From an optimization exercise on the open Yosys and OpenROAD flow, aimed at small area; shortcuts taken in it are not production practice.
In this exercise RTL edits were held to simulation tests only and were not proved equivalent to the original.
Power and IR drop assume default switching activity.

===== flow/flow/abc_area.script =====
strash
&get -n
&st
&deepsyn -T 60
&dch -f
&nf -a -R 1000
&put
topo

===== flow/config.mk =====
export PLATFORM = sky130hd
export DESIGN_NAME = dataAcqCore
export DESIGN_NICKNAME = dataAcqCore
export VERILOG_FILES = /design/flow/design.v
export SDC_FILE = /design/flow/constraint.sdc
export NUM_CORES = 4
export LEC_CHECK = 0
export ABC_AREA = 1
export CAP_MARGIN = 20
export CORE_MARGIN = 2
export CORE_UTILIZATION = 65
export CTS_BUF_LIST = sky130_fd_sc_hd__clkbuf_8
export CTS_CLUSTER_DIAMETER = 50
export CTS_CLUSTER_SIZE = 16
export SLEW_MARGIN = 20

===== flow/design.v =====
package dataAcqPkg;
  typedef logic [127:0] sensorReadings_t;   
endpackage
`timescale 1ns/100ps
module dataAcqCore (
  input  logic         Clk,
  input  logic         En,
  input  logic [31:0]  cpuCommand,
  input  logic         statusClear,
  input  logic [127:0] sensorReadings,
  output logic [31:0]  resultForCpu,
  output logic [2:0]   statusBits
);
  logic sB, sX, sY;
  logic stIdle, stRun, stRun1, stLoad;
  assign stIdle = !sB && !sX && !sY;
  assign stRun  = sB && !sX;
  assign stRun1 = sB && sY;
  assign stLoad = !sB && sX;
  logic errSticky, doneLatched;
  assign statusBits = {sB, errSticky, doneLatched};
  logic [2:0] cTyp;
  logic [1:0] cMode;
  logic [3:0] cNcc, cCfg;
  logic [5:0] cNs;
  logic       cEdge, cSilc, cUns, cNccNz;
  assign cTyp   = cpuCommand[29:27];
  assign cMode  = cpuCommand[31:30];
  assign cNcc   = cpuCommand[23:20];
  assign cNs    = cpuCommand[23:18];
  assign cCfg   = cpuCommand[3:0];
  assign cEdge  = (cTyp == 3'd1) || (cTyp == 3'd4);
  assign cSilc  = (cTyp == 3'd5);
  assign cUns   = (cTyp == 3'd0) || (cTyp == 3'd3);
  assign cNccNz = |cNcc;
  logic [11:0] ringA [8];
  logic [6:0]  ringB [4];
  logic [7:0]  ringAv;   
  logic [3:0]  ringBv;
  logic [2:0]  ph;
  logic [2:0]  pendT;    
  logic        pend1, pend2;
  logic [12:0] rVal, rValNext;
  logic        sensOk, wr1, wr2, okOut;
  logic [2:0]  rErr;
  logic [1:0]  rTag;
  logic [2:0]  typ;
  logic [1:0]  mode;
  logic        k1, k2;     
  logic [1:0]  sErr;       
  logic [11:0] lim;        
  logic [12:0] acc;        
  logic [5:0]  slp;        
  logic [11:0] prev;       
  logic isEdge, isSilc, isAna;
  assign isEdge = (typ == 3'd1) || (typ == 3'd4);
  assign isSilc = (typ == 3'd5);
  assign isAna  = (typ == 3'd2) || (typ == 3'd6) || (typ == 3'd7);
  logic [2:0]  posA;
  logic [1:0]  posB;
  logic        hit;
  logic [11:0] tap;
  assign posA = {mode[1], typ[1] ^ typ[2], typ[0]} + ph;
  assign posB = {mode[1], typ[2]} + ph[1:0];
  assign hit  = isEdge ? (posB == 2'd0) : (posA[1:0] == 2'd0);
  assign tap  = isEdge ? {5'd0, ringB[0]} : posA[2] ? ringA[4] : ringA[0];
  logic [11:0] smp;
  always_comb begin
    case (typ)
      3'd1:    smp = {11'd0, sensorReadings[16]};
      3'd4:    smp = {11'd0, sensorReadings[64]};
      3'd2:    smp = sensorReadings[32 +: 12];
      3'd5:    smp = sensorReadings[80 +: 12];
      3'd6:    smp = sensorReadings[96 +: 12];
      default: smp = sensorReadings[112 +: 12];
    endcase
  end
  logic [2:0]  cPosA;
  logic [1:0]  cPosB;
  logic        cByp, cHit, cRefMode;
  logic [11:0] cTap;
  assign cPosA    = {cMode[1], cTyp[1] ^ cTyp[2], cTyp[0]} + ph;
  assign cPosB    = {cMode[1], cTyp[2]} + ph[1:0];
  assign cByp     = (cMode[1] ? pend2 : pend1) && (cTyp == pendT);
  assign cHit     = cEdge ? (cPosB == 2'd0) : (cPosA[1:0] == 2'd0);
  assign cTap     = cEdge ? {5'd0, ringB[0]} : cPosA[2] ? ringA[4] : ringA[0];
  assign cRefMode = (cMode != 2'b00);
  logic cV;
  assign cV = cByp || (cEdge ? ringBv[cPosB] : ringAv[cPosA]);
  logic [2:0]  phN;
  assign phN = ph + 3'd1;
  logic        pendA, pendB, hitA;
  logic [2:0]  pPosA;
  logic [1:0]  pPosB1, pPosB2;
  logic        wA0, wA4, wB0;
  logic [2:0]  pT;
  logic        p1, p2;
  assign pT     = stLoad ? typ : pendT;
  assign p1     = stLoad ? wr1 : pend1;
  assign p2     = stLoad ? wr2 : pend2;
  assign pendA  = (pT == 3'd2) || (pT == 3'd5) || (pT == 3'd6) || (pT == 3'd7);
  assign pendB  = (pT == 3'd1) || (pT == 3'd4);
  assign pPosA  = {1'b0, pT[1] ^ pT[2], pT[0]} + phN;
  assign hitA   = pendA && (pPosA[1:0] == 2'd0);
  assign wA0    = hitA && (pPosA[2] ? p2 : p1);
  assign wA4    = hitA && (pPosA[2] ? p1 : p2);
  assign pPosB1 = {1'b0, pT[2]} + phN[1:0];
  assign pPosB2 = {1'b1, pT[2]} + phN[1:0];
  assign wB0    = pendB && ((p1 && pPosB1 == 2'd0) || (p2 && pPosB2 == 2'd0));
  always_ff @(posedge Clk)
    if (stLoad) pendT <= typ;
  always_ff @(posedge Clk) begin
    for (int i = 0; i < 8; i++)
      if (i != 0 && i != 4) ringA[i] <= ringA[i-1];
    ringA[0] <= wA0 ? rValNext[11:0] : ringA[7];
    ringA[4] <= wA4 ? rValNext[11:0] : ringA[3];
    for (int i = 1; i < 4; i++) ringB[i] <= ringB[i-1];
    ringB[0] <= wB0 ? rValNext[6:0] : ringB[3];
  end
  logic rise, fall, evt, reached, limHit, dc;
  assign rise    = !prev[0] && smp[0];
  assign fall    = smp < prev;
  assign evt     = !stRun1 && fall;
  logic [5:0] slpNext;
  assign slpNext = slp + {5'd0, evt};
  assign reached = isSilc && (&slpNext);
  assign limHit  = (lim == 12'd0);
  assign dc      = limHit || reached;
  logic        needRef, incPend, stDone;
  logic        refAdd, inc0, ana0, lateInc, accCin;
  logic [12:0] accAdd, accSum;
  assign stDone  = sB && sX;
  assign refAdd  = needRef && hit && !stIdle;
  assign inc0    = stRun && (stRun1 || isSilc || (isEdge && rise));
  assign ana0    = isAna && stRun1;
  assign lateInc = stDone && incPend;
  assign accCin  = refAdd || inc0 || ana0 || lateInc;
  assign accAdd  = refAdd ? {1'b1, ~tap} :
                   ana0 ? {1'b0, smp} :
                   (lateInc && isAna) ? {1'b0, prev} : 13'd0;
  assign accSum  = acc + accAdd + {12'd0, accCin};
  always_ff @(posedge Clk) begin
    prev <= smp;
    if (stIdle) begin
      typ  <= cTyp;
      mode <= cMode;
      k1   <= (cMode == 2'b00) ? (!cV || cCfg == 4'b0010 || cCfg == 4'b0101) : cV;
      k2   <= (cCfg == 4'b0100) || (cCfg == 4'b0101);
      sErr <= cUns ? 2'b11 : ((cEdge && !cNccNz) || (cSilc && cNs == 6'd0)) ? 2'b01 : 2'b00;
      lim  <= cSilc ? cpuCommand[15:4] :
              (cEdge && cNccNz) ? {4'd0, cNcc - 4'd1, 4'hF} : 12'd0;
      acc  <= (cRefMode && cHit) ? ~{1'b0, cTap} : 13'h1FFF;
      needRef <= cRefMode && !cHit;
      incPend <= 1'b0;
      slp  <= ~cNs;
    end else begin
      lim <= lim - 12'd1;
      acc <= accSum;
      if (refAdd) needRef <= 1'b0;
      if (refAdd && (inc0 || ana0)) incPend <= 1'b1;
      slp <= slpNext;
      if (stRun) begin
        if (isSilc && limHit && !reached) sErr <= 2'b10;
      end
    end
  end
  logic [2:0]  outErr;
  logic [1:0]  outTag;
  assign sensOk = (sErr == 2'b00);
  always_comb begin
    wr1    = 1'b0;
    wr2    = 1'b0;
    okOut  = 1'b0;
    outTag = 2'b11;
    case (sErr)
      2'b01:   outErr = 3'b100;
      2'b10:   outErr = 3'b101;
      default: outErr = 3'b111;
    endcase
    if (sensOk) begin
      case (mode)
        2'b00: begin
          wr1    = k1;
          wr2    = k2;
          okOut  = 1'b1;
          outTag = 2'b00;
          outErr = (k1 || k2) ? 3'b110 : 3'b001;
        end
        2'b01: begin
          okOut  = k1;
          outTag = k1 ? 2'b01 : 2'b11;
          outErr = k1 ? 3'b001 : 3'b010;
        end
        2'b10: begin
          okOut  = k1;
          outTag = k1 ? 2'b10 : 2'b11;
          outErr = k1 ? 3'b001 : 3'b011;
        end
        default: outErr = 3'b111;
      endcase
    end
  end
  assign rValNext = stLoad ? (okOut ? accSum : 13'd0) : rVal;
  assign resultForCpu = {{4{rVal[12]}}, rVal[11:0], rErr, rTag[1] & rTag[0], rTag, 10'd0};
  always_ff @(posedge Clk or negedge En) begin
    if (!En) begin
      sB          <= 1'b0;
      sX          <= 1'b0;
      sY          <= 1'b0;
      errSticky   <= 1'b0;
      doneLatched <= 1'b0;
      ringAv      <= '0;
      ringBv      <= '0;
      rVal        <= '0;
      rErr        <= '0;
      rTag        <= '0;
      ph          <= '0;
      pend1       <= 1'b0;
      pend2       <= 1'b0;
    end else begin
      ph <= ph + 3'd1;
      for (int i = 0; i < 8; i++)
        if (i != 0 && i != 4) ringAv[i] <= ringAv[i-1];
      ringAv[0] <= wA0 || ringAv[7];
      ringAv[4] <= wA4 || ringAv[3];
      for (int i = 1; i < 4; i++) ringBv[i] <= ringBv[i-1];
      ringBv[0] <= wB0 || ringBv[3];
      sB <= (stIdle && (cpuCommand != 32'd0)) || stRun;
      sX <= sB && (sX || dc);
      sY <= (stIdle && (cpuCommand != 32'd0)) || (!sB && (sX || sY) && !statusClear);
      if (statusClear) begin
        errSticky   <= 1'b0;
        doneLatched <= 1'b0;
      end else if (stLoad) begin
        doneLatched <= 1'b1;
        if (outErr != 3'b001 && outErr != 3'b110) errSticky <= 1'b1;
      end
      if (stLoad) begin
        pend1 <= wr1;
        pend2 <= wr2;
        rVal <= rValNext;
        rErr <= outErr;
        rTag <= outTag;
      end
    end
  end
endmodule

===== flow/standard.sh =====
#!/bin/bash
# synth_recipe.tcl (not shown) runs the flow's synth.tcl, then flattens the netlist and writes it again
# the make line also repeats each setting of config.mk as NAME=value (left out here)
make -C /OpenROAD-flow-scripts/flow DESIGN_CONFIG=/design/flow/config.mk WORK_HOME=/design/flow/orfs CLKGATE_MAP_FILE= SYNTH_SCRIPT=/design/flow/synth_recipe.tcl "${@:-finish}"

===== flow/flow/run.sh =====
#!/bin/bash
# Standard ORFS flow with two changes:
#  - synthesis maps logic with an area-oriented ABC script (flow/abc_area.script);
#    registers are untouched (same dfflibmap step as the standard synthesis)
#  - adders are left to ABC too (no ADDER_MAP_FILE half/full adder cells)
#  - clock tree synthesis without dummy loads (same tree settings otherwise)
#  - every input and output port still gets a buffer, but a buf_1 one, and the
#    buffers synthesis puts on outputs sharing a net (insbuf) are buf_1 too
set -euo pipefail
rm -rf myscripts
cp -r "$FLOW_HOME/scripts" myscripts
cp flow/abc_area.script myscripts/abc_area.script
export SCRIPTS_DIR="$PWD/myscripts"
export BUFFER_PORTS_ARGS="-buffer_cell sky130_fd_sc_hd__buf_1"
bash standard.sh SCRIPTS_DIR="$PWD/myscripts" ADDER_MAP_FILE= "CTS_ARGS=-sink_clustering_enable -repair_clock_nets -dont_use_dummy_load -buf_list {sky130_fd_sc_hd__clkbuf_8} -sink_clustering_size 20 -sink_clustering_max_diameter 50" "MIN_BUF_CELL_AND_PORTS=sky130_fd_sc_hd__buf_1 A X" finish > standard.log 2>&1

===== flow/constraint.sdc =====
create_clock -name core_clock -period 10.0 [get_ports {Clk}]
set_input_delay 2.0000 -clock core_clock [delete_from_list [all_inputs] [get_ports {Clk}]]
set_output_delay 2.0000 -clock core_clock [all_outputs]
set_load 0.01 [all_outputs]

==> out/metrics.yaml, run 1 <==
synth:
  async_flop_share: 0.181
  synth_cell_types: 51
  synthCells: 738
  synth_area_leaders: "dfxtp_1 (43%), dfrtp_1 (13%), mux2_1 (4.7%), edfxtp_1 (3.8%), nand2_1 (3.7%)"
  ys_seq_area_frac: 0.593
  ys_seq_elements: 221
  yosys.area.top_type: "dfxtp_1"
  synth_top_area_share: 0.430
  yosysWarnings: 3
  synth_ff_type: "dfxtp_1"
  mappedNetlistArea_sq_um: 7970
  synth_edf_count: 10
  avgSynthCellArea_sq_um: 10.8
global_route:
  grt_pass1_wl_um: 29100
  busiest_layer: "met2"
  grt_overflow_total: 0
  met2_usage: 0.450
  antenna_found_initial: 0
  grt.met1_usage: 0.395
  grt_use_total: 0.283
  grt_start_max_net_pins: 41
  grt_pass1_vias: 5827
  grt_util_met3: 0.0503
floorplan:
  coreArea_sq_um: 12000
  rows: 40
  die-area_sq_um: 13200
  initial_core_util: 0.663
  dieWidth_um: 115
  pin_count: 198
  die_height_um: 115
place:
  placed_cells: 995
  port_buffers: 109
  gp_congestion: 0.861
  hpwl_um: 12700
worst_setup_path:
  crit_buf_inv: 1
  cp_top_family: "simple AND/OR/NAND/NOR gates"
  cp.depth: 28
  cp-start-kind: "register"
  cp.arrival_ps: 7720
  path_class: "register to register"
  slowest_stage: "a31oi_1"
  crit_start: "typ[0]$_DFFE_PP_"
  cp.required_ps: 10390
  rr_endpoint: "ringA[0][11]$_DFF_P_"
  r2r_cells: 28
  slowest_delay_ps: 620
  crit_fanout: 13
  endpoint_kind: "register"
  crit_end: "ringA[0][11]$_DFF_P_"
  cpMostUsedCell: "nor2_1"
  reg2reg_from: "typ[0]$_DFFE_PP_"
  r2r_setup_slack_ps: 2670
min_path:
  holdCritPathClass: "register to register"
route:
  vias_per_cell: 5.99
  drt_first_pass_iters: 9
  drt-total-wl_um: 18200
  route.detailed.drc: 0
  postRouteAntennaNets: 0
  wire_per_inst_um: 18.0
  vias: 6064
  dr.first_iter.drc_count: 527
power:
  power.share.switching: 0.349
  p_comb_frac: 0.344
  power.leakage_nw: 3.54
  ir_worst_vdd_mv: 0.203
  power_frac_clock: 0.172
  powerDensity_nw_per_um2: 269
  power.internal_w: 0.00155
  p_sw_w: 0.000833
  power_frac_seq: 0.485
clock_tree:
  post-cts-setup-buffers: 0
  worstSkewPairLatency_ps: 520
  cts_buffers: 17
  cts-hold-fix-buffers: 0
  cts_buffer_depth: 3
  cts_tree: "built"
  clk_pin_slew_ps: 110
  root_buffer: "clkbuf_8"
  cts_max_level: 1
  clock_sinks: 221
  cts_resized: 0
timing:
  slew_headroom: 0.287
  setup_viol_count_final: 0
  rsz0062_at_grt: "no"
  worst_pin_slew_ps: 1060
  hold_viol: 0
  fin_skew_ps: 67.9
  holdWs_ps: 334
  fmax_mhz: 136
  slew_viol_final: 0
  min_period_over_period: 0.733
  tns_ps: 0
  min_period_ps: 7330
layout:
  nets: 1031
  final_common_cell: "dfxtp_1"
  area_growth_pct: 11.2
  drive_gt1_frac: 0.0346
  layout_common_cells: "dfxtp_1 (171), buf_1 (108), nand2_1 (78)"
  final_cells: 1013
  num_antenna_cells: 0
outcome:
  status: "no timing/DRC/antenna violations"
job:
  drv_cap: 0
power groups by stage:
| stage | sequential (W) | clock (W) | combinational (W) |
|---|---|---|---|
| detailed placement | 0.00117 | 0 | 0.000804 |
| global placement | 0.00117 | 0 | 0.000775 |
| global route | 0.00118 | 0.000451 | 0.000926 |
| floorplan | 0.00116 | 0 | 0.000603 |
| finish | 0.00116 | 0.000409 | 0.000820 |
| CTS | 0.00116 | 0.000416 | 0.000811 |
registers in the layout (all words and copies together) (netlist names), 2 cells and up:
register / flops
ringA: 96
ringB: 28
acc: 13
rVal: 13
lim: 12
prev: 12
ringAv: 8
slp: 6
ringBv: 4
pendT: 3
ph: 3
rErr: 3
typ: 3
mode: 2
rTag: 2
sErr: 2
cell type report:
cell class	count	area, sq um
timing repair buffer	118	488
sequential	221	4720
fill	901	3150
tap	147	184
inverter	31	116
clock buffer	17	234
multi-input combinational	479	3120
Yosys cell counts (8+ instances only):
cell / n
o21ai_0: 49
nand3_1: 8
a21oi_1: 34
dfrtp_1: 40
nand2_1: 78
o211ai_1: 11
buf_1: 16
a222oi_1: 19
xor2_1: 13
nand2b_1: 11
mux2_1: 33
nor2_1: 45
a21boi_0: 12
a221o_1: 9
a221oi_1: 12
edfxtp_1: 10
nor3_1: 15
clkinv_1: 31
dfxtp_1: 171
xnor2_1: 29
per-stage QoR:
step	power (W)	setup WS (ps)	util	area (sq um)
final	0.00239	2670	0.738	8860
after global routing	0.00255	2050	0.738	8860
after CTS	0.00238	2750	0.736	8840
after detailed placement	0.00198	2380	0.717	8610
after global placement	0.00194	2460	0.717	8610
after floorplan	0.00176	3160	-	8000
worst min path at each step:
stage | slack (ps) | endpoint | startpoint | cells past startpoint
after global routing | 340 | ringB[2][1]$_DFF_P_ | ringB[1][1]$_DFF_P_ | 0
after floorplan | 310 | ringA[2][0]$_DFF_P_ | ringA[1][0]$_DFF_P_ | 0
after CTS | 330 | ringA[3][2]$_DFF_P_ | ringA[2][2]$_DFF_P_ | 0
after global placement | 310 | ringA[3][11]$_DFF_P_ | ringA[2][11]$_DFF_P_ | 0
after detailed placement | 310 | ringA[3][11]$_DFF_P_ | ringA[2][11]$_DFF_P_ | 0
final | 330 | ringA[7][6]$_DFF_P_ | ringA[6][6]$_DFF_P_ | 0
per-layer routing:
layer | wire, um | up-vias
met4 | 318 | 0
met2 | 8520 | 224
met1 | 8080 | 2901
met5 | 0 | -
li1 | - | 2905
met3 | 1280 | 34
cells by family (layout without fill, tap and decap cells):
logic type      Yosys count  count (layout)  synth area share
flops                   221             221             0.593
simple gates            194             194             0.111
compound gates          190             190             0.165
buf+inv                  47             166            0.0221
xor+xnor                 44              44            0.0518
mux                      37              37            0.0517
fa+ha+maj                 4               4           0.00503
other cells               1              10          0.000471
worst reg2reg max path: cells and delay by family (launching register included):
kind / cells / cell delay [ps]
mux: 1 / 310
buf+inv: 1 / 120
flops: 1 / 510
xor+xnor: 1 / 260
simple gates: 13 / 2690
compound gates: 9 / 2150
fa+ha+maj: 3 / 1220
==> run 2, diff against run 1 <==
==> flow/config.mk (replaced) <==
export PLATFORM = sky130hd
export DESIGN_NAME = dataAcqCore
export DESIGN_NICKNAME = dataAcqCore
export VERILOG_FILES = /design/flow/design.v
export SDC_FILE = /design/flow/constraint.sdc
export NUM_CORES = 4
export LEC_CHECK = 0
export ABC_AREA = 1
export CAP_MARGIN = 5
export CORE_MARGIN = 2
export CORE_UTILIZATION = 65
export SLEW_MARGIN = 5
==> run 2 against run 1 <==
Effect of this change: synthesized cell count stayed put; die area unchanged; power down 0.20%; final area is 0.20% lower; first-iteration DRC count rose by 9.5%; critical path depth did not move; sequential power about the same; non-clock buffer count is 1 lower; clock skew down 2.0 ps; hold slack worse by 1.4 ps; sequential share of layout area rose by 0.11 points; critical path type unchanged; highest routed layer unchanged.
==> out/metrics.yaml, run 2 <==
outcome:
  status: "no timing/DRC/antenna violations"  # unchanged
clock_tree:
  cts_resized: 0  # unchanged
  cts_tree: "built"  # unchanged
  root_buffer: "clkbuf_8"  # unchanged
  cts_buffer_depth: 3  # unchanged
  cts-hold-fix-buffers: 0  # unchanged
  cts_max_level: 1  # unchanged
  clk_pin_slew_ps: 110  # about the same
  clock_sinks: 221  # unchanged
  post-cts-setup-buffers: 0  # unchanged
  worstSkewPairLatency_ps: 520  # about the same
  cts_buffers: 17  # unchanged
min_path:
  holdCritPathClass: "register to register"  # unchanged
  hp-start: "ringA[2][2]$_DFF_P_"  # was ringA[6][6]$_DFF_P_
  min_delay_path_depth: 0  # unchanged
  whs_endpoint: "ringA[3][2]$_DFF_P_"  # was ringA[7][6]$_DFF_P_
synth:
  yosysWarnings: 3  # unchanged
  synthAdderAreaFrac: 0.00503  # unchanged
  synth_area_leaders: "dfxtp_1 (43%), dfrtp_1 (13%), mux2_1 (4.7%), edfxtp_1 (3.8%), nand2_1 (3.7%)"  # unchanged
  synth_common_cells: "dfxtp_1 (171), nand2_1 (78), o21ai_0 (49)"  # unchanged
  async_flop_share: 0.181  # unchanged
  mappedNetlistArea_sq_um: 7970  # unchanged
  yosysMostFrequentCell: "dfxtp_1"  # unchanged
  synthCells: 738  # unchanged
  synth_edf_count: 10  # unchanged
  synth_cell_types: 51  # unchanged
  ys_seq_elements: 221  # unchanged
  synth_mux_area_frac: 0.0517  # unchanged
  ys_seq_area_frac: 0.593  # unchanged
  synth_compound_area_frac: 0.165  # unchanged
  synth-simple-area-share: 0.111  # unchanged
  synth_xor_area_frac: 0.0518  # unchanged
  avgSynthCellArea_sq_um: 10.8  # unchanged
  synth_top_family_by_area: "compound AO/OA/AOI/OAI gates"  # unchanged
  synth_top_area_share: 0.430  # unchanged
  synth_ff_type: "dfxtp_1"  # unchanged
  yosys.area.top_type: "dfxtp_1"  # unchanged
floorplan:
  die-area_sq_um: 13200  # unchanged
  die_height_um: 115  # unchanged
  initial_core_util: 0.663  # unchanged
  dieWidth_um: 115  # unchanged
  pin_count: 198  # unchanged
  rows: 40  # unchanged
  coreArea_sq_um: 12000  # unchanged
worst_setup_path:
  cp_top_family: "simple AND/OR/NAND/NOR gates"  # unchanged
  cp.arrival_ps: 7760  # was 7720 ps
  r2r_cells: 28  # unchanged
  endpoint_kind: "register"  # unchanged
  slowest_delay_ps: 640  # was 620 ps
  reg2reg_from: "typ[0]$_DFFE_PP_"  # unchanged
  path_class: "register to register"  # unchanged
  cp-start-kind: "register"  # unchanged
  r2r_setup_slack_ps: 2640  # was 2670 ps
  slowest_stage: "a31oi_1"  # unchanged
  rr_endpoint: "ringA[0][11]$_DFF_P_"  # unchanged
  cpMostUsedCell: "nor2_1"  # unchanged
  cp.required_ps: 10390  # about the same
  crit_start: "typ[0]$_DFFE_PP_"  # unchanged
  crit_buf_inv: 1  # unchanged
  crit_fanout: 13  # unchanged
place:
  hpwl_um: 12700  # unchanged
  port_buffers: 109  # unchanged
  gp_congestion: 0.861  # unchanged
timing:
  setup_viol_count_final: 0  # unchanged
  worst_pin_slew_ps: 1170  # was 1060 ps
  fin_skew_ps: 65.9  # was 67.9 ps
  hold_viol: 0  # unchanged
  slew_headroom: 0.222  # was 0.287
  min_period_over_period: 0.736  # was 0.733
  rsz0062_at_grt: "no"  # unchanged
  fmax_mhz: 136  # about the same
  slew_viol_final: 0  # unchanged
  min_period_ps: 7360  # was 7330 ps
  tns_ps: 0  # unchanged
  holdWs_ps: 332  # was 334 ps
route:
  drt-total-wl_um: 18200  # about the same
  dr.first_iter.drc_count: 577  # was 527
  drt_first_pass_iters: 8  # was 9
  vias_per_cell: 6.01  # was 5.99
  vias: 6084  # was 6064
  wire_per_inst_um: 18.0  # about the same
  postRouteAntennaNets: 0  # unchanged
  route.detailed.drc: 0  # unchanged
power:
  power.total_w: 0.00238  # was 0.00239 W
  power.leakage_nw: 3.53  # was 3.54 nW
  powerDensity_nw_per_um2: 269  # about the same
  ir_worst_vdd_mv: 0.204  # was 0.203 mV
layout:
  nFillCells: 902  # was 901
  largest-register: "ringA"  # unchanged
  drive_gt1_frac: 0.0335  # was 0.0346
  nets: 1030  # was 1031
  area_growth_pct: 11.0  # was 11.2%
  final_common_cell: "dfxtp_1"  # unchanged
  num_antenna_cells: 0  # unchanged
  layout_common_cells: "dfxtp_1 (171), buf_1 (108), nand2_1 (78)"  # unchanged
  largest_register_ff_count: 96  # unchanged
  seq_area_sq_um: 4720  # unchanged
  top_regs: "ringA: 96 flops, ringB: 28 flops"  # unchanged
  multi_input_area_sq_um: 3120  # unchanged
global_route:
  antenna_found_initial: 0  # unchanged
  grt_pass1_vias: 5827  # unchanged
  grt_use_total: 0.283  # unchanged
  grt_start_max_net_pins: 41  # unchanged
  grt_pass1_wl_um: 29100  # unchanged
  grt_overflow_total: 0  # unchanged
job:
  drv_cap: 0  # unchanged
==> run 2: cell counts after synthesis <==
Identical to the previous run, type by type.
==> run 2: stage by stage <==
step / cell area, sq um / instances / worst slack (ps) / util
global route: 8840 / 1012 / 2050 / 0.736
global placement: 8610 / 995 / 2460 / 0.717
finish: 8840 / 1012 / 2640 / 0.736
CTS: 8840 / 1012 / 2750 / 0.736
detailed placement: 8610 / 995 / 2380 / 0.717
floorplan: 8000 / 747 / 3160 / -
==> run 2: layout make-up <==
cell class,instances,share of cell area
Inverter,31,0.0132
Sequential cell,221,0.534
Timing Repair Buffer,117,0.0532
Tap cell,147,0.0208
Clock buffer,17,0.0265
Multi-Input combinational cell,479,0.352
==> run 2: cell families after synthesis <==
logic type      after synthesis
flops                       221
simple gates                194
compound gates              190
buf+inv                      47
xor+xnor                     44
mux                          37
fa+ha+maj                     4
other cells                   1
==> run 2: worst max-delay path by stage <==
stage	to	slack, ps	cells after the start
after detailed placement	ringA[0][11]$_DFF_P_	2380	28
after floorplan	ringA[0][11]$_DFF_P_	3160	27
after global placement	ringA[4][11]$_DFF_P_	2460	28
after CTS	ringA[0][11]$_DFF_P_	2750	28
final	ringA[0][11]$_DFF_P_	2640	28
after global routing	ringA[0][11]$_DFF_P_	2050	28
==> run 2: metal layers <==
| layer | up-vias | routed length [um] | global-route usage |
|---|---|---|---|
| li1 | 2901 | - | - |
| met1 | 2905 | 7950 | 0.395 |
| met2 | 244 | 8530 | 0.450 |
| met3 | 34 | 1350 | 0.0503 |
| met4 | 0 | 335 | 0.0964 |
| met5 | - | 0 | 0 |
==> run 2: power breakdown <==
group          switching, W  total [W]  internal, W  leakage, nW
Combinational      0.000470   0.000815     0.000344         1.35
Sequential         0.000106    0.00116      0.00105         2.06
Clock              0.000257   0.000410     0.000154        0.122
==> run 3, diff against run 2 <==
--- a/flow/design.v
+++ b/flow/design.v
@@ -56,6 +56,8 @@
   assign isEdge = (typ == 3'd1) || (typ == 3'd4);
   assign isSilc = (typ == 3'd5);
   assign isAna  = (typ == 3'd2) || (typ == 3'd6) || (typ == 3'd7);
+  logic [2:0]  cPosA;
+  logic [1:0]  cPosB;
   logic [2:0]  posA;
   logic [1:0]  posB;
   logic        hit;
@@ -63,7 +65,10 @@
   assign posA = {mode[1], typ[1] ^ typ[2], typ[0]} + ph;
   assign posB = {mode[1], typ[2]} + ph[1:0];
   assign hit  = isEdge ? (posB == 2'd0) : (posA[1:0] == 2'd0);
-  assign tap  = isEdge ? {5'd0, ringB[0]} : posA[2] ? ringA[4] : ringA[0];
+  logic tapB, tap4;
+  assign tapB = stIdle ? cEdge : isEdge;
+  assign tap4 = stIdle ? cPosA[2] : posA[2];
+  assign tap  = tapB ? {5'd0, ringB[0]} : tap4 ? ringA[4] : ringA[0];
   logic [11:0] smp;
   always_comb begin
     case (typ)
@@ -75,15 +80,13 @@
       default: smp = sensorReadings[112 +: 12];
     endcase
   end
-  logic [2:0]  cPosA;
-  logic [1:0]  cPosB;
   logic        cByp, cHit, cRefMode;
   logic [11:0] cTap;
   assign cPosA    = {cMode[1], cTyp[1] ^ cTyp[2], cTyp[0]} + ph;
   assign cPosB    = {cMode[1], cTyp[2]} + ph[1:0];
   assign cByp     = (cMode[1] ? pend2 : pend1) && (cTyp == pendT);
   assign cHit     = cEdge ? (cPosB == 2'd0) : (cPosA[1:0] == 2'd0);
-  assign cTap     = cEdge ? {5'd0, ringB[0]} : cPosA[2] ? ringA[4] : ringA[0];
+  assign cTap     = tap;
   assign cRefMode = (cMode != 2'b00);
   logic cV;
   assign cV = cByp || (cEdge ? ringBv[cPosB] : ringAv[cPosA]);
@@ -130,7 +133,7 @@
   logic        refAdd, inc0, ana0, lateInc, accCin;
   logic [12:0] accAdd, accSum;
   assign stDone  = sB && sX;
-  assign refAdd  = needRef && hit && !stIdle;
+  assign refAdd  = stIdle ? (cRefMode && cHit) : (needRef && hit);
   assign inc0    = stRun && (stRun1 || isSilc || (isEdge && rise));
   assign ana0    = isAna && stRun1;
   assign lateInc = stDone && incPend;
@@ -138,9 +141,10 @@
   assign accAdd  = refAdd ? {1'b1, ~tap} :
                    ana0 ? {1'b0, smp} :
                    (lateInc && isAna) ? {1'b0, prev} : 13'd0;
-  assign accSum  = acc + accAdd + {12'd0, accCin};
+  assign accSum  = (acc | {13{stIdle}}) + accAdd + {12'd0, accCin};
   always_ff @(posedge Clk) begin
     prev <= smp;
+    acc  <= accSum;
     if (stIdle) begin
       typ  <= cTyp;
       mode <= cMode;
@@ -149,13 +153,11 @@
       sErr <= cUns ? 2'b11 : ((cEdge && !cNccNz) || (cSilc && cNs == 6'd0)) ? 2'b01 : 2'b00;
       lim  <= cSilc ? cpuCommand[15:4] :
               (cEdge && cNccNz) ? {4'd0, cNcc - 4'd1, 4'hF} : 12'd0;
-      acc  <= (cRefMode && cHit) ? ~{1'b0, cTap} : 13'h1FFF;
       needRef <= cRefMode && !cHit;
       incPend <= 1'b0;
       slp  <= ~cNs;
     end else begin
       lim <= lim - 12'd1;
-      acc <= accSum;
       if (refAdd) needRef <= 1'b0;
       if (refAdd && (inc0 || ana0)) incPend <= 1'b1;
       slp <= slpNext;
--- a/flow/config.mk
+++ b/flow/config.mk
@@ -6,7 +6,7 @@
 export NUM_CORES = 4
 export LEC_CHECK = 0
 export ABC_AREA = 1
-export CAP_MARGIN = 5
+export CAP_MARGIN = 20
 export CORE_MARGIN = 2
-export CORE_UTILIZATION = 65
-export SLEW_MARGIN = 5
+export CORE_UTILIZATION = 70
+export SLEW_MARGIN = 20
==> run 3 against run 2 <==
Effect of this change: still clean; utilization increased by 6.3 points; synthesized area decreased by 1.9%; cell count decreased by 3.8%; global-route usage increased by 2.4 points; via count decreased by 2.8%; synthesized cell count decreased by 4.3%; combinational power increased by 31%; maximum frequency decreased by 21%; setup slack got worse by 1900 ps; die area decreased by 8.6%; critical path type is now input pin to register; largest power group unchanged.
==> out/metrics.yaml, run 3 <==
synth:
  synth_edf_count: 10  # unchanged
  synthCells: 706  # was 738
  synth_ff_type: "dfxtp_1"  # unchanged
  yosysMostFrequentCell: "dfxtp_1"  # unchanged
  synth_top_area_share: 0.438  # was 0.430
  avgSynthCellArea_sq_um: 11.1  # was 10.8 sq um
  synth_cell_types: 51  # unchanged
  synth_common_cells: "dfxtp_1 (171), nor2_1 (65), nand2_1 (52)"  # was dfxtp_1 (171), nand2_1 (78), o21ai_0 (49)
  yosys.area.top_type: "dfxtp_1"  # unchanged
  ys_seq_elements: 221  # unchanged
  ys_seq_area_frac: 0.604  # was 0.593
  mappedNetlistArea_sq_um: 7820  # was 7970 sq um
  synth_compound_area_frac: 0.142  # was 0.165
  synth_area_leaders: "dfxtp_1 (44%), dfrtp_1 (13%), mux2_1 (4.3%), edfxtp_1 (3.8%), xnor2_1 (3.1%)"  # was dfxtp_1 (43%), dfrtp_1 (13%), mux2_1 (4.7%), edfxtp_1 (3.8%), nand2_1 (3.7%)
  yosysWarnings: 3  # unchanged
  synth_top_family_by_area: "compound AO/OA/AOI/OAI gates"  # unchanged
  synth_mux_area_frac: 0.0563  # was 0.0517
  async_flop_share: 0.181  # unchanged
  synth_xor_area_frac: 0.0538  # was 0.0518
  synthAdderAreaFrac: 0.0154  # was 0.00503
  synth-simple-area-share: 0.108  # was 0.111
outcome:
  status: "no timing/DRC/antenna violations"  # unchanged
route:
  postRouteAntennaNets: 0  # unchanged
  wire_per_inst_um: 18.9  # was 18.0 um
  vias_per_cell: 6.07  # was 6.01
  drt_first_pass_iters: 6  # was 8
  vias: 5912  # was 6084
  drt-total-wl_um: 18400  # was 18200 um
  route.detailed.drc: 0  # unchanged
  dr.first_iter.drc_count: 531  # was 577
worst_setup_path:
  path_class: "input pin to register"  # was register to register
  cp_top_family: "adder cells"  # was simple AND/OR/NAND/NOR gates
  cpMostUsedCell: "maj3_1"  # was nor2_1
  slowest_stage: "o31ai_1"  # was a31oi_1
  cp.required_ps: 10340  # was 10390 ps
  crit_fanout: 10  # was 13
  crit_start: "cpuCommand[29]"  # was typ[0]$_DFFE_PP_
  crit_buf_inv: 1  # unchanged
  reg2reg_from: "sB$_DFF_PN0_"  # was typ[0]$_DFFE_PP_
  cp-start-kind: "input pin"  # was register
  cp.arrival_ps: 9640  # was 7760 ps
  slowest_delay_ps: 450  # was 640 ps
  endpoint_kind: "register"  # unchanged
clock_tree:
  root_buffer: "clkbuf_8"  # unchanged
  cts_resized: 0  # unchanged
  cts_max_level: 1  # unchanged
  cts-hold-fix-buffers: 0  # unchanged
  cts_tree: "built"  # unchanged
  post-cts-setup-buffers: 0  # unchanged
  cts_buffers: 16  # was 17
  clk_pin_slew_ps: 100  # was 110 ps
  cts_buffer_depth: 3  # unchanged
  worstSkewPairLatency_ps: 500  # was 520 ps
  clock_sinks: 221  # unchanged
timing:
  min_period_ps: 9300  # was 7360 ps
  min_period_over_period: 0.930  # was 0.736
  fin_skew_ps: 46.0  # was 65.9 ps
  rsz0062_at_grt: "no"  # unchanged
  fmax_mhz: 108  # was 136 MHz
  hold_viol: 0  # unchanged
  tns_ps: 0  # unchanged
  slew_headroom: 0.250  # was 0.222
  slew_viol_final: 0  # unchanged
  worst_pin_slew_ps: 1120  # was 1170 ps
  setup_viol_count_final: 0  # unchanged
place:
  placed_cells: 958  # was 995
  gp_congestion: 0.913  # was 0.861
  hpwl_um: 13100  # was 12700 um
  port_buffers: 109  # unchanged
global_route:
  grt_overflow_total: 0  # unchanged
  antenna_found_initial: 0  # unchanged
  grt_pass1_wl_um: 28200  # was 29100 um
  grt_use_total: 0.307  # was 0.283
  grt_start_max_net_pins: 41  # unchanged
  grt_pass1_vias: 5659  # was 5827
layout:
  multi_input_area_sq_um: 3000  # was 3120 sq um
  final_cells: 974  # was 1012
  nets: 999  # was 1030
  drive_gt1_frac: 0.0384  # was 0.0335
  nFillCells: 708  # was 902
  final_common_cell: "dfxtp_1"  # unchanged
  largest_register_ff_count: 96  # unchanged
  num_antenna_cells: 0  # unchanged
  top_regs: "ringA: 96 flops, ringB: 28 flops"  # unchanged
  area_growth_pct: 11.2  # was 11.0%
  seq_area_sq_um: 4720  # unchanged
  largest-register: "ringA"  # unchanged
  layout_common_cells: "dfxtp_1 (171), buf_1 (108), nor2_1 (64)"  # was dfxtp_1 (171), buf_1 (108), nand2_1 (78)
floorplan:
  pin_count: 198  # unchanged
  initial_core_util: 0.718  # was 0.663
  dieWidth_um: 110  # was 115 um
  rows: 38  # was 40
  coreArea_sq_um: 10900  # was 12000 sq um
  die-area_sq_um: 12000  # was 13200 sq um
  die_height_um: 110  # was 115 um
min_path:
  holdCritPathClass: "register to register"  # unchanged
  hp-start: "ringA[2][11]$_DFF_P_"  # was ringA[2][2]$_DFF_P_
job:
  drv_cap: 0  # unchanged
power:
  ir_worst_vdd_mv: 0.216  # was 0.204 mV
  power.leakage_nw: 3.43  # was 3.53 nW
  powerDensity_nw_per_um2: 300  # was 269 nW/um^2
-- run 3: cell types whose count changed in the layout (fill, tap and decap cells not counted), moves of 7 or more --
cell	delta
nand2_1	-26
nor2_1	+19
o21ai_0	-15
a222oi_1	-9
a22o_1	+8
maj3_1	+8
xor2_1	+7
-- run 3: worst paths after layout --
kind | endpoint | slack [ps] | depth (start not counted)
worst max-delay path | ringA[4][11]$_DFF_P_ | 700 | 27
worst min-delay path | ringA[3][11]$_DFF_P_ | 320 | 0
worst max register to register | ringA[4][11]$_DFF_P_ | 1720 | 23
worst min register to register | ringA[3][11]$_DFF_P_ | 320 | 0
max in group asynchronous | doneLatched$_DFFE_PN0P_ | 7960 | 2
min in group asynchronous | rVal[1]$_DFFE_PN0P_ | 1600 | 2
-- run 3: metrics by stage --
| stage | hold WS [ps] | setup WS [ps] | power (W) | instance area (sq um) | utilization |
|---|---|---|---|---|---|
| 2_1_floorplan | 310 | 1450 | 0.00193 | 7850 | - |
| 3_3_place_gp | 310 | 481 | 0.00213 | 8470 | 0.778 |
| 3_5_place_dp | 312 | 322 | 0.00220 | 8480 | 0.779 |
| 4_1_cts | 313 | 765 | 0.00259 | 8700 | 0.799 |
| 5_1_grt | 328 | 257 | 0.00276 | 8700 | 0.799 |
| 6_report | 317 | 702 | 0.00261 | 8700 | 0.799 |
-- run 3: cell type report --
type / count / share of cell area
multi-input combinational: 453 / 0.345
inverter: 25 / 0.0108
sequential: 221 / 0.543
tap: 140 / 0.0201
clock buffer: 16 / 0.0253
timing repair buffer: 119 / 0.0558
-- run 3: logic make-up (layout without fill, tap and decap cells) --
kind of cell | Yosys count | in the layout
mux | 39 | 39
compound gates | 160 | 160
flops | 221 | 221
buf+inv | 41 | 160
fa+ha+maj | 12 | 12
xor+xnor | 48 | 48
simple gates | 184 | 184
other cells | 1 | 10
-- run 3: metal layers --
layer	track usage	vias to the layer above	part of all wire	routed length, um
met2	0.520	260	0.49	9040
met3	0.0456	40	0.072	1320
li1	-	2766	-	-
met1	0.409	2846	0.41	7600
met4	0.0922	0	0.024	435
met5	0	-	0	0
-- run 3: power by group --
group / switching (W) / leakage (nW) / total (W) / internal [W]
sequential: 0.0000897 / 2.03 / 0.00113 / 0.00104
clock: 0.000252 / 0.115 / 0.000397 / 0.000145
combinational: 0.000633 / 1.28 / 0.00107 / 0.000442
==> run 4, diff against run 3 <==
--- a/flow/config.mk
+++ b/flow/config.mk
@@ -8,5 +8,5 @@
 export ABC_AREA = 1
 export CAP_MARGIN = 20
 export CORE_MARGIN = 2
-export CORE_UTILIZATION = 70
+export CORE_UTILIZATION = 65
 export SLEW_MARGIN = 20
==> run 4 against run 3 <==
Effect of this change: still clean; setup slack gained 190 ps; via count down 3.9%; hold slack got worse by 37 ps; maximum frequency rose by 2.1%.
==> out/metrics.yaml, run 4 <==
layout:
  area_growth_pct: 11.8  # was 11.2%
  final_common_cell: "dfxtp_1"  # unchanged
  num_antenna_cells: 0  # unchanged
  top_regs: "ringA: 96 flops, ringB: 28 flops"  # unchanged
  nets: 1004  # was 999
  largest_register_ff_count: 96  # unchanged
  largest-register: "ringA"  # unchanged
  layout_common_cells: "dfxtp_1 (171), buf_1 (108), nor2_1 (64)"  # unchanged
  fin_area_sq_um: 8740  # was 8700 sq um
  drive_gt1_frac: 0.0429  # was 0.0384
clock_tree:
  cts_buffers: 17  # was 16
  cts_max_level: 1  # unchanged
  clk_pin_slew_ps: 110  # was 100 ps
  root_buffer: "clkbuf_8"  # unchanged
  cts_buffer_depth: 3  # unchanged
  cts-hold-fix-buffers: 0  # unchanged
  post-cts-setup-buffers: 0  # unchanged
  cts_tree: "built"  # unchanged
  worstSkewPairLatency_ps: 500  # about the same
  clock_sinks: 221  # unchanged
  cts_resized: 0  # unchanged
route:
  met3_length_um: 924  # was 1320 um
  drt-total-wl_um: 17500  # was 18400 um
  drt_first_pass_iters: 5  # was 6
  postRouteAntennaNets: 0  # unchanged
  route.detailed.drc: 0  # unchanged
  wl_met1_um: 7630  # was 7600 um
  vias_per_cell: 5.76  # was 6.07
  vias: 5681  # was 5912
  routed.top_layer: "met4"  # unchanged
  dr.first_iter.drc_count: 432  # was 531
  wire_per_inst_um: 17.8  # was 18.9 um
  wl_met2_um: 8570  # was 9040 um
worst_setup_path:
  crit_fanout: 5  # was 10
  cp.required_ps: 10380  # was 10340 ps
  cpMostUsedCell: "maj3_1"  # unchanged
  slowest_delay_ps: 480  # was 450 ps
  cp-start-kind: "input pin"  # unchanged
  endpoint_kind: "register"  # unchanged
  slowest_stage: "xnor2_1"  # was o31ai_1
  cp.arrival_ps: 9490  # was 9640 ps
  path_class: "input pin to register"  # unchanged
global_route:
  grt_pass1_wl_um: 28300  # was 28200 um
  grt_start_max_net_pins: 41  # unchanged
  grt_use_total: 0.277  # was 0.307
  grt_pass1_vias: 5690  # was 5659
  antenna_found_initial: 0  # unchanged
  grt_overflow_total: 0  # unchanged
synth:
  ys_seq_area_frac: 0.604  # unchanged
  ys_seq_elements: 221  # unchanged
  synth_area_leaders: "dfxtp_1 (44%), dfrtp_1 (13%), mux2_1 (4.3%), edfxtp_1 (3.8%), xnor2_1 (3.1%)"  # unchanged
  mappedNetlistArea_sq_um: 7820  # unchanged
  synth_common_cells: "dfxtp_1 (171), nor2_1 (65), nand2_1 (52)"  # unchanged
  synth_cell_types: 51  # unchanged
  avgSynthCellArea_sq_um: 11.1  # unchanged
  synth_top_area_share: 0.438  # unchanged
  synth_ff_type: "dfxtp_1"  # unchanged
  synthCells: 706  # unchanged
  yosys.area.top_type: "dfxtp_1"  # unchanged
  async_flop_share: 0.181  # unchanged
  synth_edf_count: 10  # unchanged
  yosysWarnings: 3  # unchanged
  yosysMostFrequentCell: "dfxtp_1"  # unchanged
timing:
  worst_pin_slew_ps: 1030  # was 1120 ps
  holdWs_ps: 280  # was 317 ps
  slew_viol_final: 0  # unchanged
  tns_ps: 0  # unchanged
  fmax_mhz: 110  # was 108 MHz
  slew_headroom: 0.314  # was 0.250
  setup_slack_ps: 891  # was 702 ps
  rsz0062_at_grt: "no"  # unchanged
  fin_skew_ps: 48.3  # was 46.0 ps
  min_period_ps: 9110  # was 9300 ps
  setup_viol_count_final: 0  # unchanged
  min_period_over_period: 0.911  # was 0.930
  hold_viol: 0  # unchanged
power:
  power.total_w: 0.00259  # was 0.00261 W
  powerDensity_nw_per_um2: 297  # was 300 nW/um^2
  power.leakage_nw: 3.45  # was 3.43 nW
  ir_worst_vdd_mv: 0.216  # about the same
floorplan:
  coreArea_sq_um: 11900  # was 10900 sq um
  pin_count: 198  # unchanged
  initial_core_util: 0.659  # was 0.718
  rows: 40  # was 38
  die_height_um: 114  # was 110 um
  dieWidth_um: 114  # was 110 um
  die-area_sq_um: 12900  # was 12000 sq um
place:
  pre_cts_slack_ps: 401  # was 322 ps
  gp_congestion: 0.866  # was 0.913
  post_dp_cell_area_sq_um: 8510  # was 8480 sq um
  port_buffers: 109  # unchanged
  hpwl_um: 12700  # was 13100 um
outcome:
  status: "no timing/DRC/antenna violations"  # unchanged
job:
  drv_cap: 0  # unchanged
min_path:
  holdCritPathClass: "register to register"  # unchanged
run 4: through the flow:
step | cells | util
final | 986 | 0.737
after global routing | 986 | 0.737
after CTS | 986 | 0.737
after detailed placement | 969 | 0.717
after global placement | 968 | 0.717
after floorplan | 715 | -
run 4: report_power, final:
group	leakage [nW]	switching (W)	internal [W]
sequential	2.03	0.0000905	0.00104
combinational	1.30	0.000607	0.000445
clock	0.122	0.000254	0.000154
total	3.45	0.000951	0.00164
run 4: kinds of logic after synthesis:
family / after synthesis / share of synthesized area
AND/OR/NAND/NOR: 184 / 0.108
flip-flops: 221 / 0.604
adder cells (fa/ha/maj): 12 / 0.0154
buffers and inverters: 41 / 0.0197
multiplexers: 39 / 0.0563
XOR/XNOR: 48 / 0.0538
AO/OA/AOI/OAI: 160 / 0.142
other: 1 / 0.000480
run 4: path summary, 6_finish.rpt:
| check | from | to | slack (ps) | depth (start not counted) |
|---|---|---|---|---|
| worst max-delay path | cpuCommand[28] | ringA[4][11]$_DFF_P_ | 890 | 27 |
| worst min-delay path | ringA[6][6]$_DFF_P_ | ringA[7][6]$_DFF_P_ | 280 | 0 |
| worst max register to register | sB$_DFF_PN0_ | ringA[4][11]$_DFF_P_ | 2090 | 23 |
| worst min register to register | ringA[6][6]$_DFF_P_ | ringA[7][6]$_DFF_P_ | 280 | 0 |
| max in group asynchronous | En | ringBv[3]$_DFF_PN0_ | 7710 | 1 |
| min in group asynchronous | En | rVal[10]$_DFFE_PN0P_ | 1650 | 1 |
run 4: area by class of cell:
type | count | area, sq um
flip-flops and latches | 221 | 4720
fillers | 886 | 3120
well taps | 147 | 184
clock buffers | 17 | 234
multi-input cells | 453 | 2990
repair buffers | 123 | 513
inverters | 25 | 93.8
run 4: critical path: cells and delay by family:
kind | cells | cell delay (ps)
buffers and inverters | 1 | 200
muxes | 1 | 310
AOI/OAI and AO/OA | 6 | 1280
xor gates and xnor gates | 5 | 1280
adders and majority gates | 9 | 3710
and+or+nand+nor | 5 | 690
run 4: per-layer routing:
metal,up-vias,global-route usage
li1,2762,-
met1,2694,0.370
met2,187,0.479
met3,38,0.0329
met4,0,0.0805
met5,-,0
==> run 5, diff against run 4 <==
--- a/flow/design.v
+++ b/flow/design.v
@@ -56,19 +56,18 @@
   assign isEdge = (typ == 3'd1) || (typ == 3'd4);
   assign isSilc = (typ == 3'd5);
   assign isAna  = (typ == 3'd2) || (typ == 3'd6) || (typ == 3'd7);
-  logic [2:0]  cPosA;
-  logic [1:0]  cPosB;
-  logic [2:0]  posA;
-  logic [1:0]  posB;
-  logic        hit;
+  logic        uEdge, uHit;
+  logic [2:0]  uPosA;
+  logic [1:0]  uPosB;
   logic [11:0] tap;
-  assign posA = {mode[1], typ[1] ^ typ[2], typ[0]} + ph;
-  assign posB = {mode[1], typ[2]} + ph[1:0];
-  assign hit  = isEdge ? (posB == 2'd0) : (posA[1:0] == 2'd0);
-  logic tapB, tap4;
-  assign tapB = stIdle ? cEdge : isEdge;
-  assign tap4 = stIdle ? cPosA[2] : posA[2];
-  assign tap  = tapB ? {5'd0, ringB[0]} : tap4 ? ringA[4] : ringA[0];
+  logic        tapV;
+  assign uEdge = stIdle ? cEdge : isEdge;
+  assign uPosA = (stIdle ? {cMode[1], cTyp[1] ^ cTyp[2], cTyp[0]} :
+                           {mode[1], typ[1] ^ typ[2], typ[0]}) + ph;
+  assign uPosB = (stIdle ? {cMode[1], cTyp[2]} : {mode[1], typ[2]}) + ph[1:0];
+  assign uHit  = uEdge ? (uPosB == 2'd0) : (uPosA[1:0] == 2'd0);
+  assign tap   = uEdge ? {5'd0, ringB[0]} : uPosA[2] ? ringA[4] : ringA[0];
+  assign tapV  = uEdge ? ringBv[0] : uPosA[2] ? ringAv[4] : ringAv[0];
   logic [11:0] smp;
   always_comb begin
     case (typ)
@@ -80,16 +79,9 @@
       default: smp = sensorReadings[112 +: 12];
     endcase
   end
-  logic        cByp, cHit, cRefMode;
-  logic [11:0] cTap;
-  assign cPosA    = {cMode[1], cTyp[1] ^ cTyp[2], cTyp[0]} + ph;
-  assign cPosB    = {cMode[1], cTyp[2]} + ph[1:0];
-  assign cByp     = (cMode[1] ? pend2 : pend1) && (cTyp == pendT);
-  assign cHit     = cEdge ? (cPosB == 2'd0) : (cPosA[1:0] == 2'd0);
-  assign cTap     = tap;
+  logic cRefMode, cW1;
   assign cRefMode = (cMode != 2'b00);
-  logic cV;
-  assign cV = cByp || (cEdge ? ringBv[cPosB] : ringAv[cPosA]);
+  assign cW1      = (cCfg == 4'b0010) || (cCfg == 4'b0101);
   logic [2:0]  phN;
   assign phN = ph + 3'd1;
   logic        pendA, pendB, hitA;
@@ -129,11 +121,14 @@
   assign reached = isSilc && (&slpNext);
   assign limHit  = (lim == 12'd0);
   assign dc      = limHit || reached;
-  logic        needRef, incPend, stDone;
+  logic        needTap, incPend, stDone, tapNow, kTap, kEff;
   logic        refAdd, inc0, ana0, lateInc, accCin;
   logic [12:0] accAdd, accSum;
   assign stDone  = sB && sX;
-  assign refAdd  = stIdle ? (cRefMode && cHit) : (needRef && hit);
+  assign tapNow  = needTap && uHit && !stIdle;
+  assign kTap    = (mode == 2'b00) ? (k1 || !tapV) : tapV;
+  assign kEff    = tapNow ? kTap : k1;
+  assign refAdd  = stIdle ? (cRefMode && uHit) : (tapNow && (mode != 2'b00));
   assign inc0    = stRun && (stRun1 || isSilc || (isEdge && rise));
   assign ana0    = isAna && stRun1;
   assign lateInc = stDone && incPend;
@@ -148,17 +143,20 @@
     if (stIdle) begin
       typ  <= cTyp;
       mode <= cMode;
-      k1   <= (cMode == 2'b00) ? (!cV || cCfg == 4'b0010 || cCfg == 4'b0101) : cV;
+      k1   <= uHit ? (cRefMode ? tapV : (!tapV || cW1)) : (!cRefMode && cW1);
       k2   <= (cCfg == 4'b0100) || (cCfg == 4'b0101);
       sErr <= cUns ? 2'b11 : ((cEdge && !cNccNz) || (cSilc && cNs == 6'd0)) ? 2'b01 : 2'b00;
       lim  <= cSilc ? cpuCommand[15:4] :
               (cEdge && cNccNz) ? {4'd0, cNcc - 4'd1, 4'hF} : 12'd0;
-      needRef <= cRefMode && !cHit;
+      needTap <= !uHit;
       incPend <= 1'b0;
       slp  <= ~cNs;
     end else begin
       lim <= lim - 12'd1;
-      if (refAdd) needRef <= 1'b0;
+      if (tapNow) begin
+        needTap <= 1'b0;
+        k1      <= kTap;
+      end
       if (refAdd && (inc0 || ana0)) incPend <= 1'b1;
       slp <= slpNext;
       if (stRun) begin
@@ -182,21 +180,21 @@
     if (sensOk) begin
       case (mode)
         2'b00: begin
-          wr1    = k1;
+          wr1    = kEff;
           wr2    = k2;
           okOut  = 1'b1;
           outTag = 2'b00;
-          outErr = (k1 || k2) ? 3'b110 : 3'b001;
+          outErr = (kEff || k2) ? 3'b110 : 3'b001;
         end
         2'b01: begin
-          okOut  = k1;
-          outTag = k1 ? 2'b01 : 2'b11;
-          outErr = k1 ? 3'b001 : 3'b010;
+          okOut  = kEff;
+          outTag = kEff ? 2'b01 : 2'b11;
+          outErr = kEff ? 3'b001 : 3'b010;
         end
         2'b10: begin
-          okOut  = k1;
-          outTag = k1 ? 2'b10 : 2'b11;
-          outErr = k1 ? 3'b001 : 3'b011;
+          okOut  = kEff;
+          outTag = kEff ? 2'b10 : 2'b11;
+          outErr = kEff ? 3'b001 : 3'b011;
         end
         default: outErr = 3'b111;
       endcase
--- a/flow/config.mk
+++ b/flow/config.mk
@@ -8,5 +8,5 @@
 export ABC_AREA = 1
 export CAP_MARGIN = 20
 export CORE_MARGIN = 2
-export CORE_UTILIZATION = 65
+export CORE_UTILIZATION = 70
 export SLEW_MARGIN = 20
==> run 5 against run 4 <==
Effect of this change: sequential cell count stayed put; combinational power up 22%; cell count decreased by 1.3%; die area down 8.7%; non-clock buffer count increased by 11; critical path depth up 12; first-iteration DRC count is 22% higher; sequential share of layout area increased by 0.40 points; largest power group is now combinational logic; count of clock-buffer cells in the layout down 1; clock skew hardly changed; synthesized cell count shrank 2.3%.
==> out/metrics.yaml, run 5 <==
outcome:
  status: "no timing/DRC/antenna violations"  # unchanged
worst_setup_path:
  cp-start-kind: "input pin"  # unchanged
  endpoint_kind: "register"  # unchanged
  cp.arrival_ps: 9960  # was 9490 ps
  cp.required_ps: 10380  # about the same
  slowest_stage: "maj3_1"  # was xnor2_1
  slowest_delay_ps: 430  # was 480 ps
  crit_fanout: 6  # was 5
  path_class: "input pin to register"  # unchanged
  cpMostUsedCell: "a21oi_1"  # was maj3_1
  r2r_setup_slack_ps: 1140  # was 2090 ps
synth:
  synth_cell_types: 50  # was 51
  synth_common_cells: "dfxtp_1 (172), nor2_1 (64), nand2_1 (50)"  # was dfxtp_1 (171), nor2_1 (65), nand2_1 (52)
  synthAdderAreaFrac: 0.00784  # was 0.0154
  synth_xor_area_frac: 0.0492  # was 0.0538
  yosysMostFrequentCell: "dfxtp_1"  # unchanged
  ys_seq_area_frac: 0.615  # was 0.604
  yosys.area.top_type: "dfxtp_1"  # unchanged
  mappedNetlistArea_sq_um: 7660  # was 7820 sq um
  synthCells: 690  # was 706
  ys_seq_elements: 221  # unchanged
  async_flop_share: 0.181  # unchanged
  synth_area_leaders: "dfxtp_1 (45%), dfrtp_1 (13%), mux2_1 (4.6%), edfxtp_1 (3.5%), nor2_1 (3.1%)"  # was dfxtp_1 (44%), dfrtp_1 (13%), mux2_1 (4.3%), edfxtp_1 (3.8%), xnor2_1 (3.1%)
  yosysWarnings: 3  # unchanged
  synth_edf_count: 9  # was 10
  synth_mux_area_frac: 0.0547  # was 0.0563
  synth_top_family_by_area: "compound AO/OA/AOI/OAI gates"  # unchanged
  synth_compound_area_frac: 0.144  # was 0.142
  synth_top_area_share: 0.449  # was 0.438
  synth-simple-area-share: 0.110  # was 0.108
  avgSynthCellArea_sq_um: 11.1  # about the same
  synth_ff_type: "dfxtp_1"  # unchanged
layout:
  largest_register_ff_count: 96  # unchanged
  drive_gt1_frac: 0.0564  # was 0.0429
  nFillCells: 672  # was 886
  num_antenna_cells: 0  # unchanged
  fin_area_sq_um: 8660  # was 8740 sq um
  area_growth_pct: 13.0  # was 11.8%
  top_regs: "ringA: 96 flops, ringB: 28 flops"  # unchanged
  largest-register: "ringA"  # unchanged
  nets: 998  # was 1004
  final_common_cell: "dfxtp_1"  # unchanged
  layout_common_cells: "dfxtp_1 (172), buf_1 (108), nor2_1 (64)"  # was dfxtp_1 (171), buf_1 (108), nor2_1 (64)
floorplan:
  die_height_um: 109  # was 114 um
  rows: 38  # was 40
  dieWidth_um: 109  # was 114 um
  coreArea_sq_um: 10700  # was 11900 sq um
  pin_count: 198  # unchanged
  die-area_sq_um: 11800  # was 12900 sq um
  initial_core_util: 0.713  # was 0.659
clock_tree:
  cts-hold-fix-buffers: 0  # unchanged
  cts_max_level: 1  # unchanged
  cts_tree: "built"  # unchanged
  clk_pin_slew_ps: 110  # about the same
  cts_resized: 0  # unchanged
  root_buffer: "clkbuf_8"  # unchanged
  cts_buffers: 16  # was 17
  cts_buffer_depth: 3  # unchanged
  worstSkewPairLatency_ps: 500  # about the same
  post-cts-setup-buffers: 0  # unchanged
  clock_sinks: 221  # unchanged
timing:
  setup_viol_count_final: 0  # unchanged
  slew_headroom: 0.284  # was 0.314
  min_period_ps: 9570  # was 9110 ps
  fin_skew_ps: 47.8  # was 48.3 ps
  fmax_mhz: 104  # was 110 MHz
  min_period_over_period: 0.957  # was 0.911
  slew_viol_final: 0  # unchanged
  worst_pin_slew_ps: 1070  # was 1030 ps
  hold_viol: 0  # unchanged
  rsz0062_at_grt: "no"  # unchanged
power:
  power.total_w: 0.00287  # was 0.00259 W
  ir_worst_vdd_mv: 0.218  # was 0.216 mV
  powerDensity_nw_per_um2: 332  # was 297 nW/um^2
  power.leakage_nw: 3.47  # was 3.45 nW
route:
  drt_first_pass_iters: 9  # was 5
  wire_per_inst_um: 18.5  # was 17.8 um
  postRouteAntennaNets: 0  # unchanged
  vias_per_cell: 5.92  # was 5.76
  dr.first_iter.drc_count: 527  # was 432
  route.detailed.drc: 0  # unchanged
  drt-total-wl_um: 18000  # was 17500 um
  vias: 5759  # was 5681
place:
  gp_congestion: 0.877  # was 0.866
  post_dp_cell_area_sq_um: 8430  # was 8510 sq um
  port_buffers: 109  # unchanged
  hpwl_um: 12800  # was 12700 um
job:
  drv_cap: 0  # unchanged
min_path:
  holdCritPathClass: "register to register"  # unchanged
global_route:
  grt_start_max_net_pins: 41  # unchanged
  grt_overflow_total: 0  # unchanged
  antenna_found_initial: 0  # unchanged
  grt_use_total: 0.308  # was 0.277
  grt_pass1_wl_um: 27900  # was 28300 um
  grt_pass1_vias: 5648  # was 5690
==> run 5: critical path: cells and delay by family <==
family	cells	cell delay, ps
multiplexers	2	620
AO/OA/AOI/OAI	15	2640
adder cells (fa/ha/maj)	4	1650
buffers and inverters	4	500
AND/OR/NAND/NOR	7	1230
XOR/XNOR	7	1320
==> run 5: worst paths after layout <==
check,start,cells after the start,to
min in group asynchronous,En,1,pend2$_DFF_PN0_
worst min-delay path,ringB[2][5]$_DFF_P_,0,ringB[3][5]$_DFF_P_
worst min register to register,ringB[2][5]$_DFF_P_,0,ringB[3][5]$_DFF_P_
worst max register to register,sX$_DFF_PN0_,37,ringA[4][11]$_DFF_P_
max in group asynchronous,En,1,rVal[5]$_DFFE_PN0P_
worst max-delay path,cpuCommand[27],39,ringA[4][11]$_DFF_P_
==> run 5: layout make-up <==
class	instances	area (sq um)	share of cell area
flip-flops and latches	221	4710	0.544
inverters	22	82.6	0.00953
clock buffers	16	220	0.0254
repair buffers	134	601	0.0693
multi-input cells	440	2870	0.331
well taps	140	175	0.0202
==> run 5: logic make-up (layout without fill, tap and decap cells) <==
| kind of cell | Yosys count | count (layout) |
|---|---|---|
| muxes | 38 | 38 |
| and+or+nand+nor | 182 | 182 |
| buffers and inverters | 38 | 172 |
| AOI/OAI and AO/OA | 161 | 161 |
| other | 1 | 10 |
| adders and majority gates | 6 | 6 |
| DFF | 221 | 221 |
| xor gates and xnor gates | 43 | 43 |
==> run 5: power by group <==
part	switching, W	internal (W)
clock network	0.000253	0.000145
registers	0.000107	0.00109
logic	0.000729	0.000550
total	0.00109	0.00179
==> run 5: routing by layer <==
layer	up-vias	track usage	wire length [um]
li1	2717	-	-
met5	-	0	0
met1	2819	0.414	7760
met2	181	0.520	8880
met3	42	0.0418	930
met4	0	0.101	423
==> run 5: metrics by stage <==
stage                     instances  hold WS [ps]  utilization  TNS [ps]  setup WS (ps)
after CTS                       973           285        0.805         0            425
after global placement          957           310        0.785         0            251
after detailed placement        957           312        0.785      -114          -63.8
final                           973           288        0.806         0            425
after floorplan                 699           310            -         0            269
after global routing            973           294        0.806         0           58.2
==> run 6, diff against run 5 <==
--- a/flow/config.mk
+++ b/flow/config.mk
@@ -8,5 +8,5 @@
 export ABC_AREA = 1
 export CAP_MARGIN = 20
 export CORE_MARGIN = 2
-export CORE_UTILIZATION = 70
+export CORE_UTILIZATION = 65
 export SLEW_MARGIN = 20
==> run 6 against run 5 <==
Effect of this change: utilization shrank 5.0 points; register-to-register slack better by 90 ps; hold slack better by 35 ps; largest cell class unchanged.
==> out/metrics.yaml, run 6 <==
worst_setup_path:
  cp.arrival_ps: 9840  # was 9960 ps
  slowest_delay_ps: 420  # was 430 ps
  crit_fanout: 6  # unchanged
  endpoint_kind: "register"  # unchanged
  path_class: "input pin to register"  # unchanged
  cpMostUsedCell: "a21oi_1"  # unchanged
  cp.required_ps: 10370  # was 10380 ps
  slowest_stage: "maj3_1"  # unchanged
  cp-start-kind: "input pin"  # unchanged
job:
  drv_cap: 0  # unchanged
layout:
  largest_register_ff_count: 96  # unchanged
  layout_common_cells: "dfxtp_1 (172), buf_1 (108), nor2_1 (63)"  # was dfxtp_1 (172), buf_1 (108), nor2_1 (64)
  drive_gt1_frac: 0.0600  # was 0.0564
  num_antenna_cells: 0  # unchanged
  area_growth_pct: 13.2  # was 13.0%
  nets: 998  # unchanged
  largest-register: "ringA"  # unchanged
  top_regs: "ringA: 96 flops, ringB: 28 flops"  # unchanged
  final_common_cell: "dfxtp_1"  # unchanged
  fin_util: 0.756  # was 0.806
synth:
  synth_top_family_by_area: "compound AO/OA/AOI/OAI gates"  # unchanged
  synth_area_leaders: "dfxtp_1 (45%), dfrtp_1 (13%), mux2_1 (4.6%), edfxtp_1 (3.5%), nor2_1 (3.1%)"  # unchanged
  synth_mux_area_frac: 0.0547  # unchanged
  ys_seq_elements: 221  # unchanged
  avgSynthCellArea_sq_um: 11.1  # unchanged
  synth_compound_area_frac: 0.144  # unchanged
  ys_seq_area_frac: 0.615  # unchanged
  synth_cell_types: 50  # unchanged
  mappedNetlistArea_sq_um: 7660  # unchanged
  synth_common_cells: "dfxtp_1 (172), nor2_1 (64), nand2_1 (50)"  # unchanged
  yosys.area.top_type: "dfxtp_1"  # unchanged
  synth-simple-area-share: 0.110  # unchanged
  yosysMostFrequentCell: "dfxtp_1"  # unchanged
  synth_top_area_share: 0.449  # unchanged
  synth_ff_type: "dfxtp_1"  # unchanged
  async_flop_share: 0.181  # unchanged
  synth_xor_area_frac: 0.0492  # unchanged
  synthCells: 690  # unchanged
  synthAdderAreaFrac: 0.00784  # unchanged
  yosysWarnings: 3  # unchanged
  synth_edf_count: 9  # unchanged
timing:
  hold_viol: 0  # unchanged
  fmax_mhz: 106  # was 104 MHz
  min_period_over_period: 0.946  # was 0.957
  setup_viol_count_final: 0  # unchanged
  worst_pin_slew_ps: 1020  # was 1070 ps
  slew_headroom: 0.320  # was 0.284
  min_period_ps: 9460  # was 9570 ps
  holdWs_ps: 324  # was 288 ps
  fin_skew_ps: 36.9  # was 47.8 ps
  slew_viol_final: 0  # unchanged
floorplan:
  coreArea_sq_um: 11500  # was 10700 sq um
  die_height_um: 113  # was 109 um
  dieWidth_um: 113  # was 109 um
  die-area_sq_um: 12700  # was 11800 sq um
  pin_count: 198  # unchanged
  initial_core_util: 0.668  # was 0.713
  rows: 39  # was 38
clock_tree:
  cts_buffer_depth: 3  # unchanged
  cts_tree: "built"  # unchanged
  root_buffer: "clkbuf_8"  # unchanged
  cts_max_level: 1  # unchanged
  clock_sinks: 221  # unchanged
  cts_buffers: 16  # unchanged
  worstSkewPairLatency_ps: 490  # was 500 ps
  clk_pin_slew_ps: 110  # about the same
global_route:
  antenna_found_initial: 0  # unchanged
  grt_pass1_vias: 5589  # was 5648
  grt_start_max_net_pins: 41  # unchanged
  grt_pass1_wl_um: 27700  # was 27900 um
  grt_use_total: 0.273  # was 0.308
  grt_overflow_total: 0  # unchanged
route:
  route.detailed.drc: 0  # unchanged
  wire_per_inst_um: 17.8  # was 18.5 um
  postRouteAntennaNets: 0  # unchanged
  drt_first_pass_iters: 8  # was 9
  dr.first_iter.drc_count: 439  # was 527
  vias: 5660  # was 5759
  drt-total-wl_um: 17300  # was 18000 um
  vias_per_cell: 5.80  # was 5.92
place:
  gp_congestion: 0.869  # was 0.877
  hpwl_um: 12300  # was 12800 um
  port_buffers: 109  # unchanged
outcome:
  status: "no timing/DRC/antenna violations"  # unchanged
min_path:
  holdCritPathClass: "register to register"  # unchanged
power:
  ir_worst_vdd_mv: 0.324  # was 0.218 mV
  power.total_w: 0.00285  # was 0.00287 W
  powerDensity_nw_per_um2: 329  # was 332 nW/um^2
  power.leakage_nw: 3.47  # about the same
==> run 6: kinds of logic after synthesis <==
group | Yosys count
XOR/XNOR | 43
buffers and inverters | 38
other | 1
AO/OA/AOI/OAI | 161
flip-flops | 221
AND/OR/NAND/NOR | 182
multiplexers | 38
adder cells (fa/ha/maj) | 6
==> run 6: final timing paths <==
kind	slack [ps]	end	start	cells past startpoint
worst min register to register	320	ringA[1][1]$_DFF_P_	ringA[0][1]$_DFF_P_	0
min in group asynchronous	1660	ringAv[5]$_DFF_PN0_	En	1
worst max-delay path	540	ringA[4][11]$_DFF_P_	cpuCommand[28]	38
worst min-delay path	320	ringA[1][1]$_DFF_P_	ringA[0][1]$_DFF_P_	0
worst max register to register	1230	ringA[4][11]$_DFF_P_	sB$_DFF_PN0_	37
max in group asynchronous	7720	ringBv[1]$_DFF_PN0_	En	1
==> run 6: area by class of cell <==
type / count / area, sq um
tap: 143 / 179
sequential: 221 / 4710
inverter: 22 / 82.6
clock buffer: 16 / 220
multi-input combinational: 440 / 2880
timing repair buffer: 134 / 598
fill: 828 / 2800
==> run 6: what timing repair did <==
item,CTS,global route
hold buffers,0,0
setup buffers,0,0
gates resized for setup,0,5
setup endpoints to repair,0,5
==> run 6: power by group <==
group          internal, W  switching [W]  leakage [nW]  total (W)
logic             0.000542       0.000718          1.36    0.00126
clock network     0.000145       0.000252         0.115   0.000397
registers          0.00109       0.000106          2.00    0.00120
total              0.00178        0.00108          3.47    0.00285
==> run 6: per-stage QoR <==
step                instance area, sq um  worst slack (ps)  setup TNS [ps]  instances
finish                              8670               537               0        976
global route                        8670             -29.1           -43.4        976
CTS                                 8650               315               0        975
detailed placement                  8430             -92.3            -181        959
global placement                    8430               166               0        959
floorplan                           7690               269               0        699
==> run 6: routing by layer <==
| layer | vias to the layer above | GRT usage | wire length (um) |
|---|---|---|---|
| li1 | 2720 | - | - |
| met1 | 2698 | 0.386 | 7820 |
| met2 | 207 | 0.448 | 8130 |
| met3 | 35 | 0.0405 | 1020 |
| met4 | 0 | 0.0675 | 371 |
| met5 | - | 0 | 0 |
==> run 6: worst max-delay path, delay by kind of cell <==
family          cells  cell delay, ps
compound gates     15            2800
fa+ha+maj           4            1630
xor+xnor            7            1280
simple gates        7            1200
mux                 2             600
buf+inv             3             320
